Background: an optimization exercise with open tools, aiming at small area, a short achievable clock period and few clock cycles. Do not read the settings as production practice.
Only simulation tests tie the RTL to the original design; equivalence was not proved.
Power figures rest on the tool's default switching activity, not on a simulated workload.

==> inputs of trial 88 <==
==> flow/design.v <==
`default_nettype none
package sdf_pkg;
   localparam int MAX_DISTINCT_DEF = 256;
   localparam int VALUE_W          = 32;
   localparam int COUNT_OUT_W      = 9;
   typedef struct packed {
      logic rd_en;
      logic wr_en;
   } mem_ctl_type;
endpackage
`default_nettype wire
`default_nettype none
module sdf_table #(
   parameter int DEPTH = sdf_pkg::MAX_DISTINCT_DEF,
   parameter int NGRP  = 16,
   parameter int NTAIL = 4
) (
   input  wire                             clock,
   input  wire                             clr,        
   input  wire                             ins,        
   input  wire [sdf_pkg::VALUE_W-1:0]      ins_data,
   input  wire [sdf_pkg::VALUE_W-1:0]      query,
   output logic [NGRP-1:0]                 grp_hit,    
   output logic [NTAIL-1:0]                tail_free   
);
   localparam int GS = DEPTH / NGRP;
   localparam logic [DEPTH-1:0] INV = {(DEPTH/2){2'b10}};
   logic [DEPTH-1:0][sdf_pkg::VALUE_W-1:0] ring;
   logic [DEPTH-1:0]                       vst;    
   logic [DEPTH-1:0]                       vld;
   logic [DEPTH-1:0]                       match;
   assign vld = vst ^ INV;
   always_ff @(posedge clock) begin
      ring <= {ring[DEPTH-2:0], (ins ? ins_data : ring[DEPTH-1])};
      vst  <= ({vld[DEPTH-2:0], (ins | vld[DEPTH-1])} & {DEPTH{!clr}}) ^ INV;
   end
   always_comb begin
      for (int p = 0; p < DEPTH; p++) begin
         match[p] = vld[p] && (ring[p] == query);
      end
      for (int g = 0; g < NGRP; g++) begin
         grp_hit[g] = |match[g*GS +: GS];
      end
      for (int k = 0; k < NTAIL; k++) begin
         tail_free[k] = !vld[DEPTH-1-k];
      end
   end
endmodule
`default_nettype wire
`default_nettype none
module sdf_search #(
   parameter int MAX_DISTINCT = sdf_pkg::MAX_DISTINCT_DEF,
   parameter int CW           = $clog2(MAX_DISTINCT + 1),
   parameter int NGRP         = 16,
   parameter int QD           = 2        
) (
   input  wire                                clock,
   input  wire                                reset,
   input  wire                                start,
   input  wire signed [sdf_pkg::VALUE_W-1:0]  req_value,
   input  wire                                req_first_of_job,
   output logic                               busy,
   output logic                               tab_clr,
   output logic                               tab_ins,
   output logic [sdf_pkg::VALUE_W-1:0]        tab_ins_data,
   output logic [sdf_pkg::VALUE_W-1:0]        tab_query,
   input  wire  [NGRP-1:0]                    tab_grp_hit,
   input  wire  [3:0]                         tab_tail_free,
   output logic                               rsp_valid,
   output logic signed [sdf_pkg::VALUE_W-1:0] rsp_echo_value,
   output logic                               rsp_is_new,
   output logic [sdf_pkg::COUNT_OUT_W-1:0]    rsp_distinct_count,
   output logic                               rsp_overflow
);
   logic                          busy_ff;
   logic                          take;
   logic                          s_vld;
   logic [sdf_pkg::VALUE_W-1:0]   s_val;
   logic                          s_fj;
   logic                          m_vld;
   logic [sdf_pkg::VALUE_W-1:0]   m_val;
   logic                          m_fj;
   logic [NGRP-1:0]               m_grp;
   logic                          m_pend;
   logic                          m_eqp;     
   logic                          o_vld;
   logic [sdf_pkg::VALUE_W-1:0]   o_val;
   logic                          o_fj;
   logic                          o_ins;
   logic                          o_new;
   logic [sdf_pkg::COUNT_OUT_W-1:0] o_cnt;
   logic                          o_ovf;
   logic [QD-1:0]                        pq_vld;
   logic [QD-1:0][sdf_pkg::VALUE_W-1:0]  pq_val;
   logic [QD-1:0]                        pq_pop;    
   logic [QD-1:0]                        pq_push;   
   logic [sdf_pkg::VALUE_W-1:0]          pq_head;
   logic                                 pq_any;
   logic                                 o_pend;
   logic                                 s_pend;
   logic [CW-1:0]   count_ff;
   logic [CW-1:0]   count_p1;   
   logic            hit;
   logic            full;
   logic            add;
   logic [CW-1:0]   count_nx;
   logic            clr;
   logic            tclr_ff;   
   assign take = start && !busy_ff && !reset;
   assign clr  = m_vld && m_fj;
   assign o_pend = o_vld && o_ins;
   always_comb begin
      s_pend = o_pend && (o_val == s_val);
      for (int k = 0; k < QD; k++) s_pend = s_pend || (pq_vld[k] && (pq_val[k] == s_val));
   end
   assign hit      = !m_fj && ((!(o_vld && o_fj) && ((|m_grp) || m_pend)) ||
                               (o_pend && m_eqp));
   assign full     = !m_fj && (count_ff == CW'(MAX_DISTINCT));
   assign add      = m_vld && !hit && !full;
   always_comb begin
      if (m_fj) count_nx = CW'(add);
      else      count_nx = add ? count_p1 : count_ff;
   end
   always_comb begin
      pq_any  = |pq_vld;
      pq_pop  = '0;
      pq_head = pq_val[0];
      for (int k = QD - 1; k >= 0; k--) begin
         if (pq_vld[k]) begin
            pq_pop  = QD'(1) << k;
            pq_head = pq_val[k];
         end
      end
      tab_ins = tab_tail_free[0] && (pq_any || o_pend);
      if (!tab_tail_free[0]) pq_pop = '0;
      pq_push = '0;
      for (int k = QD - 1; k >= 0; k--) begin
         if (!pq_vld[k] || pq_pop[k]) pq_push = QD'(1) << k;
      end
      if (!(o_pend && (pq_any || !tab_tail_free[0]))) pq_push = '0;
   end
   assign tab_clr      = tclr_ff;
   assign tab_ins_data = pq_any ? pq_head : o_val;
   assign tab_query    = s_val;
   localparam int WT = QD + 4;
   logic [WT-1:0] wq;
   logic [3:0]    wp;
   always_comb begin
      wp = {take, s_vld, m_vld, o_pend};
      wq = '0;
      for (int k = 0; k < QD; k++) if (pq_vld[k]) wq = {wq[WT-2:0], 1'b1};
      for (int k = 0; k < 4; k++) begin
         if (wp[k] && !tab_tail_free[k])       wq = {wq[WT-2:0], 1'b1};
         else if (!wp[k] && tab_tail_free[k])  wq = {1'b0, wq[WT-1:1]};
      end
   end
   always_ff @(posedge clock) begin
      tclr_ff <= reset || (s_vld && s_fj);
      s_val  <= req_value;
      s_fj   <= req_first_of_job;
      m_val  <= s_val;
      m_fj   <= s_fj;
      m_grp  <= tab_grp_hit;
      m_pend <= s_pend;
      m_eqp  <= (s_val == m_val);
      o_val  <= m_val;
      o_fj   <= m_fj;
      o_ins  <= add;
      o_new  <= !hit;
      o_cnt  <= sdf_pkg::COUNT_OUT_W'(count_nx);
      o_ovf  <= !hit && full;
      for (int k = 0; k < QD; k++) begin
         if (pq_push[k]) pq_val[k] <= o_val;
      end
   end
   always_ff @(posedge clock) begin
      if (reset) begin
         s_vld    <= 1'b0;
         m_vld    <= 1'b0;
         o_vld    <= 1'b0;
         count_ff <= '0;
         count_p1 <= CW'(1);
         pq_vld   <= '0;
         busy_ff  <= 1'b0;
      end else begin
         s_vld    <= take;
         m_vld    <= s_vld;
         o_vld    <= m_vld;
         if (m_vld) begin
            count_ff <= count_nx;
            count_p1 <= count_nx + CW'(1);
         end
         if (clr) pq_vld <= '0;
         else     pq_vld <= (pq_vld & ~pq_pop) | pq_push;
         busy_ff  <= wq[QD-1];
      end
   end
   assign busy               = busy_ff;
   assign rsp_valid          = o_vld;
   assign rsp_echo_value     = o_val;
   assign rsp_is_new         = o_new;
   assign rsp_distinct_count = o_cnt;
   assign rsp_overflow       = o_ovf;
endmodule
`default_nettype wire
`default_nettype none
module stream_distinct_filter #(
   parameter int MAX_DISTINCT = sdf_pkg::MAX_DISTINCT_DEF
) (
   input  wire                                clock,
   input  wire                                reset,
   input  wire                                start,
   output logic                               busy,
   input  wire signed [sdf_pkg::VALUE_W-1:0]  req_value,
   input  wire                                req_first_of_job,
   output logic                               rsp_valid,
   output logic signed [sdf_pkg::VALUE_W-1:0] rsp_echo_value,
   output logic                               rsp_is_new,
   output logic [sdf_pkg::COUNT_OUT_W-1:0]    rsp_distinct_count,
   output logic                               rsp_overflow
);
   logic                         tab_clr;
   logic                         tab_ins;
   logic [sdf_pkg::VALUE_W-1:0]  tab_ins_data;
   logic [sdf_pkg::VALUE_W-1:0]  tab_query;
   logic [15:0]                  tab_grp_hit;
   logic [3:0]                   tab_tail_free;
   sdf_search #(
      .MAX_DISTINCT (MAX_DISTINCT)
   ) u_search (
      .clock              (clock),
      .reset              (reset),
      .start              (start),
      .req_value          (req_value),
      .req_first_of_job   (req_first_of_job),
      .busy               (busy),
      .tab_clr            (tab_clr),
      .tab_ins            (tab_ins),
      .tab_ins_data       (tab_ins_data),
      .tab_query          (tab_query),
      .tab_grp_hit        (tab_grp_hit),
      .tab_tail_free      (tab_tail_free),
      .rsp_valid          (rsp_valid),
      .rsp_echo_value     (rsp_echo_value),
      .rsp_is_new         (rsp_is_new),
      .rsp_distinct_count (rsp_distinct_count),
      .rsp_overflow       (rsp_overflow)
   );
   sdf_table #(
      .DEPTH (MAX_DISTINCT)
   ) u_table (
      .clock     (clock),
      .clr       (tab_clr),
      .ins       (tab_ins),
      .ins_data  (tab_ins_data),
      .query     (tab_query),
      .grp_hit   (tab_grp_hit),
      .tail_free (tab_tail_free)
   );
endmodule
`default_nettype wire
==> flow/flow/run.sh <==
#!/bin/bash
set -euo pipefail
bash standard.sh SETUP_SLACK_MARGIN=6.8 "BUFFER_PORTS_ARGS=-buffer_cell sky130_fd_sc_hd__buf_2" finish > standard_flow.log 2>&1
==> flow/standard.sh <==
#!/bin/bash
# synth_recipe.tcl (not shown) runs the flow's synth.tcl, then flattens the netlist and writes it again
# the make line also repeats each setting of config.mk as NAME=value (left out here)
make -C /OpenROAD-flow-scripts/flow DESIGN_CONFIG=/design/flow/config.mk WORK_HOME=/design/flow/orfs CLKGATE_MAP_FILE= SYNTH_SCRIPT=/design/flow/synth_recipe.tcl "${@:-finish}"
==> flow/config.mk <==
export PLATFORM = sky130hd
export DESIGN_NAME = stream_distinct_filter
export DESIGN_NICKNAME = stream_distinct_filter
export VERILOG_FILES = /design/flow/design.v
export SDC_FILE = /design/flow/constraint.sdc
export NUM_CORES = 4
export LEC_CHECK = 0
export CAP_MARGIN = 20
export CORE_MARGIN = 2
export CORE_UTILIZATION = 75
export CTS_BUF_LIST = sky130_fd_sc_hd__clkbuf_16
export CTS_CLUSTER_DIAMETER = 80
export CTS_CLUSTER_SIZE = 25
export SLEW_MARGIN = 20
export TNS_END_PERCENT = 10
==> flow/constraint.sdc <==
create_clock -name core_clock -period 10.0 [get_ports {clock}]
set_input_delay 2.0000 -clock core_clock [delete_from_list [all_inputs] [get_ports {clock}]]
set_output_delay 2.0000 -clock core_clock [all_outputs]
set_load 0.01 [all_outputs]
==> build 57: changes against trial 88 <==
--- a/flow/design.v
+++ b/flow/design.v
@@ -13,5 +13,5 @@
 module sdf_table #(
    parameter int DEPTH = sdf_pkg::MAX_DISTINCT_DEF,
-   parameter int NGRP  = 16,
+   parameter int NGRP  = 32,
    parameter int NTAIL = 4
 ) (
@@ -21,4 +21,5 @@
    input  wire [sdf_pkg::VALUE_W-1:0]      ins_data,
    input  wire [sdf_pkg::VALUE_W-1:0]      query,
+   input  wire [sdf_pkg::VALUE_W-1:0]      query_n,    
    output logic [NGRP-1:0]                 grp_hit,    
    output logic [NTAIL-1:0]                tail_free   
@@ -37,5 +38,6 @@
    always_comb begin
       for (int p = 0; p < DEPTH; p++) begin
-         match[p] = vld[p] && (ring[p] == query);
+         if (p < DEPTH / 2) match[p] = vld[p] && (ring[p] == query);
+         else               match[p] = vld[p] && ((ring[p] ^ query_n) == '1);
       end
       for (int g = 0; g < NGRP; g++) begin
@@ -52,5 +54,5 @@
    parameter int MAX_DISTINCT = sdf_pkg::MAX_DISTINCT_DEF,
    parameter int CW           = $clog2(MAX_DISTINCT + 1),
-   parameter int NGRP         = 16,
+   parameter int NGRP         = 32,
    parameter int QD           = 2        
 ) (
@@ -65,4 +67,5 @@
    output logic [sdf_pkg::VALUE_W-1:0]        tab_ins_data,
    output logic [sdf_pkg::VALUE_W-1:0]        tab_query,
+   output logic [sdf_pkg::VALUE_W-1:0]        tab_query_n,
    input  wire  [NGRP-1:0]                    tab_grp_hit,
    input  wire  [3:0]                         tab_tail_free,
@@ -77,4 +80,5 @@
    logic                          s_vld;
    logic [sdf_pkg::VALUE_W-1:0]   s_val;
+   logic [sdf_pkg::VALUE_W-1:0]   s_val_n;   
    logic                          s_fj;
    logic                          m_vld;
@@ -101,4 +105,5 @@
    logic [CW-1:0]   count_ff;
    logic [CW-1:0]   count_p1;   
+   logic [CW-1:0]   count_p2;   
    logic            hit;
    logic            full;
@@ -143,4 +148,5 @@
    assign tab_ins_data = pq_any ? pq_head : o_val;
    assign tab_query    = s_val;
+   assign tab_query_n  = s_val_n;
    localparam int WT = QD + 4;
    logic [WT-1:0] wq;
@@ -158,4 +164,5 @@
       tclr_ff <= reset || (s_vld && s_fj);
       s_val  <= req_value;
+      s_val_n <= ~req_value;
       s_fj   <= req_first_of_job;
       m_val  <= s_val;
@@ -181,4 +188,5 @@
          count_ff <= '0;
          count_p1 <= CW'(1);
+         count_p2 <= CW'(2);
          pq_vld   <= '0;
          busy_ff  <= 1'b0;
@@ -189,5 +197,11 @@
          if (m_vld) begin
             count_ff <= count_nx;
-            count_p1 <= count_nx + CW'(1);
+            if (m_fj) begin
+               count_p1 <= add ? CW'(2) : CW'(1);
+               count_p2 <= add ? CW'(3) : CW'(2);
+            end else if (add) begin
+               count_p1 <= count_p2;
+               count_p2 <= count_p2 + CW'(1);
+            end
          end
          if (clr) pq_vld <= '0;
@@ -224,5 +238,6 @@
    logic [sdf_pkg::VALUE_W-1:0]  tab_ins_data;
    logic [sdf_pkg::VALUE_W-1:0]  tab_query;
-   logic [15:0]                  tab_grp_hit;
+   logic [sdf_pkg::VALUE_W-1:0]  tab_query_n;
+   logic [31:0]                  tab_grp_hit;
    logic [3:0]                   tab_tail_free;
    sdf_search #(
@@ -239,4 +254,5 @@
       .tab_ins_data       (tab_ins_data),
       .tab_query          (tab_query),
+      .tab_query_n        (tab_query_n),
       .tab_grp_hit        (tab_grp_hit),
       .tab_tail_free      (tab_tail_free),
@@ -255,4 +271,5 @@
       .ins_data  (tab_ins_data),
       .query     (tab_query),
+      .query_n   (tab_query_n),
       .grp_hit   (tab_grp_hit),
       .tail_free (tab_tail_free)
==> flow/flow/run.sh (replaced) <==
#!/bin/bash
set -euo pipefail
bash standard.sh SETUP_SLACK_MARGIN=6.55 "BUFFER_PORTS_ARGS=-buffer_cell sky130_fd_sc_hd__buf_2" finish > standard_flow.log 2>&1
CORE_UTILIZATION = 70   (was 75)
CTS_CLUSTER_DIAMETER = 90   (was 80)
CTS_CLUSTER_SIZE = 28   (was 25)
==> build 83: changes against trial 88 <==
--- a/flow/design.v
+++ b/flow/design.v
@@ -83,5 +83,4 @@
    logic [NGRP-1:0]               m_grp;
    logic                          m_pend;
-   logic                          m_eqp;     
    logic                          o_vld;
    logic [sdf_pkg::VALUE_W-1:0]   o_val;
@@ -100,5 +99,5 @@
    logic                                 s_pend;
    logic [CW-1:0]   count_ff;
-   logic [CW-1:0]   count_p1;   
+   logic [CW-1:0]   base;
    logic            hit;
    logic            full;
@@ -106,5 +105,5 @@
    logic [CW-1:0]   count_nx;
    logic            clr;
-   logic            tclr_ff;   
+   logic            rst_q;     
    assign take = start && !busy_ff && !reset;
    assign clr  = m_vld && m_fj;
@@ -115,11 +114,9 @@
    end
    assign hit      = !m_fj && ((!(o_vld && o_fj) && ((|m_grp) || m_pend)) ||
-                               (o_pend && m_eqp));
-   assign full     = !m_fj && (count_ff == CW'(MAX_DISTINCT));
+                               (o_pend && (o_val == m_val)));
+   assign base     = m_fj ? '0 : count_ff;
+   assign full     = (base == CW'(MAX_DISTINCT));
    assign add      = m_vld && !hit && !full;
-   always_comb begin
-      if (m_fj) count_nx = CW'(add);
-      else      count_nx = add ? count_p1 : count_ff;
-   end
+   assign count_nx = base + CW'(add);
    always_comb begin
       pq_any  = |pq_vld;
@@ -140,5 +137,5 @@
       if (!(o_pend && (pq_any || !tab_tail_free[0]))) pq_push = '0;
    end
-   assign tab_clr      = tclr_ff;
+   assign tab_clr      = rst_q || clr;
    assign tab_ins_data = pq_any ? pq_head : o_val;
    assign tab_query    = s_val;
@@ -156,5 +153,5 @@
    end
    always_ff @(posedge clock) begin
-      tclr_ff <= reset || (s_vld && s_fj);
+      rst_q  <= reset;
       s_val  <= req_value;
       s_fj   <= req_first_of_job;
@@ -163,5 +160,4 @@
       m_grp  <= tab_grp_hit;
       m_pend <= s_pend;
-      m_eqp  <= (s_val == m_val);
       o_val  <= m_val;
       o_fj   <= m_fj;
@@ -180,5 +176,4 @@
          o_vld    <= 1'b0;
          count_ff <= '0;
-         count_p1 <= CW'(1);
          pq_vld   <= '0;
          busy_ff  <= 1'b0;
@@ -187,8 +182,5 @@
          m_vld    <= s_vld;
          o_vld    <= m_vld;
-         if (m_vld) begin
-            count_ff <= count_nx;
-            count_p1 <= count_nx + CW'(1);
-         end
+         if (m_vld) count_ff <= count_nx;
          if (clr) pq_vld <= '0;
          else     pq_vld <= (pq_vld & ~pq_pop) | pq_push;
==> flow/flow/run.sh (replaced) <==
#!/bin/bash
set -euo pipefail
bash standard.sh SETUP_SLACK_MARGIN=6.6 finish > standard_flow.log 2>&1
CORE_UTILIZATION = 60   (was 75)
==> comparison table <==
Combined flip-flop and latch cell area: trial 88 0.174 mm^2; build 57 0.176 mm^2; build 83 0.174 mm^2
Total core area: trial 88 0.366 mm^2; build 57 0.393 mm^2; build 83 0.460 mm^2
Global-route total usage across every layer: trial 88 42.8%; build 57 37.9%; build 83 33.7%
Final cell count without fillers: trial 88 26500; build 57 26800; build 83 27900
Met2 WL post-DR: trial 88 360000 um; build 57 361000 um; build 83 375000 um
Routed metal-1 wirelength: trial 88 331000 um; build 57 338000 um; build 83 374000 um
Gate power share: trial 88 6.5%; build 57 5.9%; build 83 5.8%
Post-Syn Nets: trial 88 21600; build 57 21700; build 83 21800
Total standard cell area after synthesis: trial 88 0.276 mm^2; build 57 0.277 mm^2; build 83 0.277 mm^2
Post-CTS clock slew at the launch and capture registers of the worst setup and hold paths: trial 88 0.10 ns; build 57 0.11 ns; build 83 0.10 ns
Measured slew at the worst slew-check pin: trial 88 1.21 ns; build 57 1.12 ns; build 83 1.19 ns
Setup WS pre-CTS: trial 88 5.51 ns; build 57 5.52 ns; build 83 5.23 ns
Status: trial 88 timing/DRC/antenna clean; build 57 timing/DRC/antenna clean; build 83 timing/DRC/antenna clean
Post-synthesis sequential area ratio: trial 88 63.0%; build 57 63.3%; build 83 62.7%
Testbench counts of trial 88, summed over its fixed seeds: cycles 14,489.
Testbench counts of build 57, summed over its fixed seeds: cycles 14,489.
Testbench counts of build 83, summed over its fixed seeds: cycles 14,489.

## port drivers added, routing unchanged
No port has a modelled driver above. Below, the same layouts with a new extraction and two added sets of constraints. Step 1 sets driving cells, clkbuf_16 on the clock port and buf_2 on the other inputs (assumed; they add their load-dependent delay and slew). Step 2 times the ports against the registers' clock, not the clock port: input delays grow and output delays shrink by t, the midpoint of the rising clock arrivals with the driver on. Slacks: no drivers / after step 1 / after step 2; pairs: no drivers / after step 1.
run	shift t [ns]	slack for setup (ns)	worst setup path at the end	latest minus earliest clock arrival (ns)	pins driven straight from the clock port
trial 88	1.139	6.330 / 6.254 / 6.330	register to register	0.051 / 0.051	1
build 57	1.119	6.319 / 6.319 / 6.225	input to register	0.042 / 0.041	1
build 83	1.135	5.920 / 5.872 / 5.625	input to register	0.047 / 0.047	1
After both steps setup and hold are still met in every run listed. For build 83, which loses most, drivers alone change the setup slack by -0.048 ns; drivers and shift together by -0.295 ns.
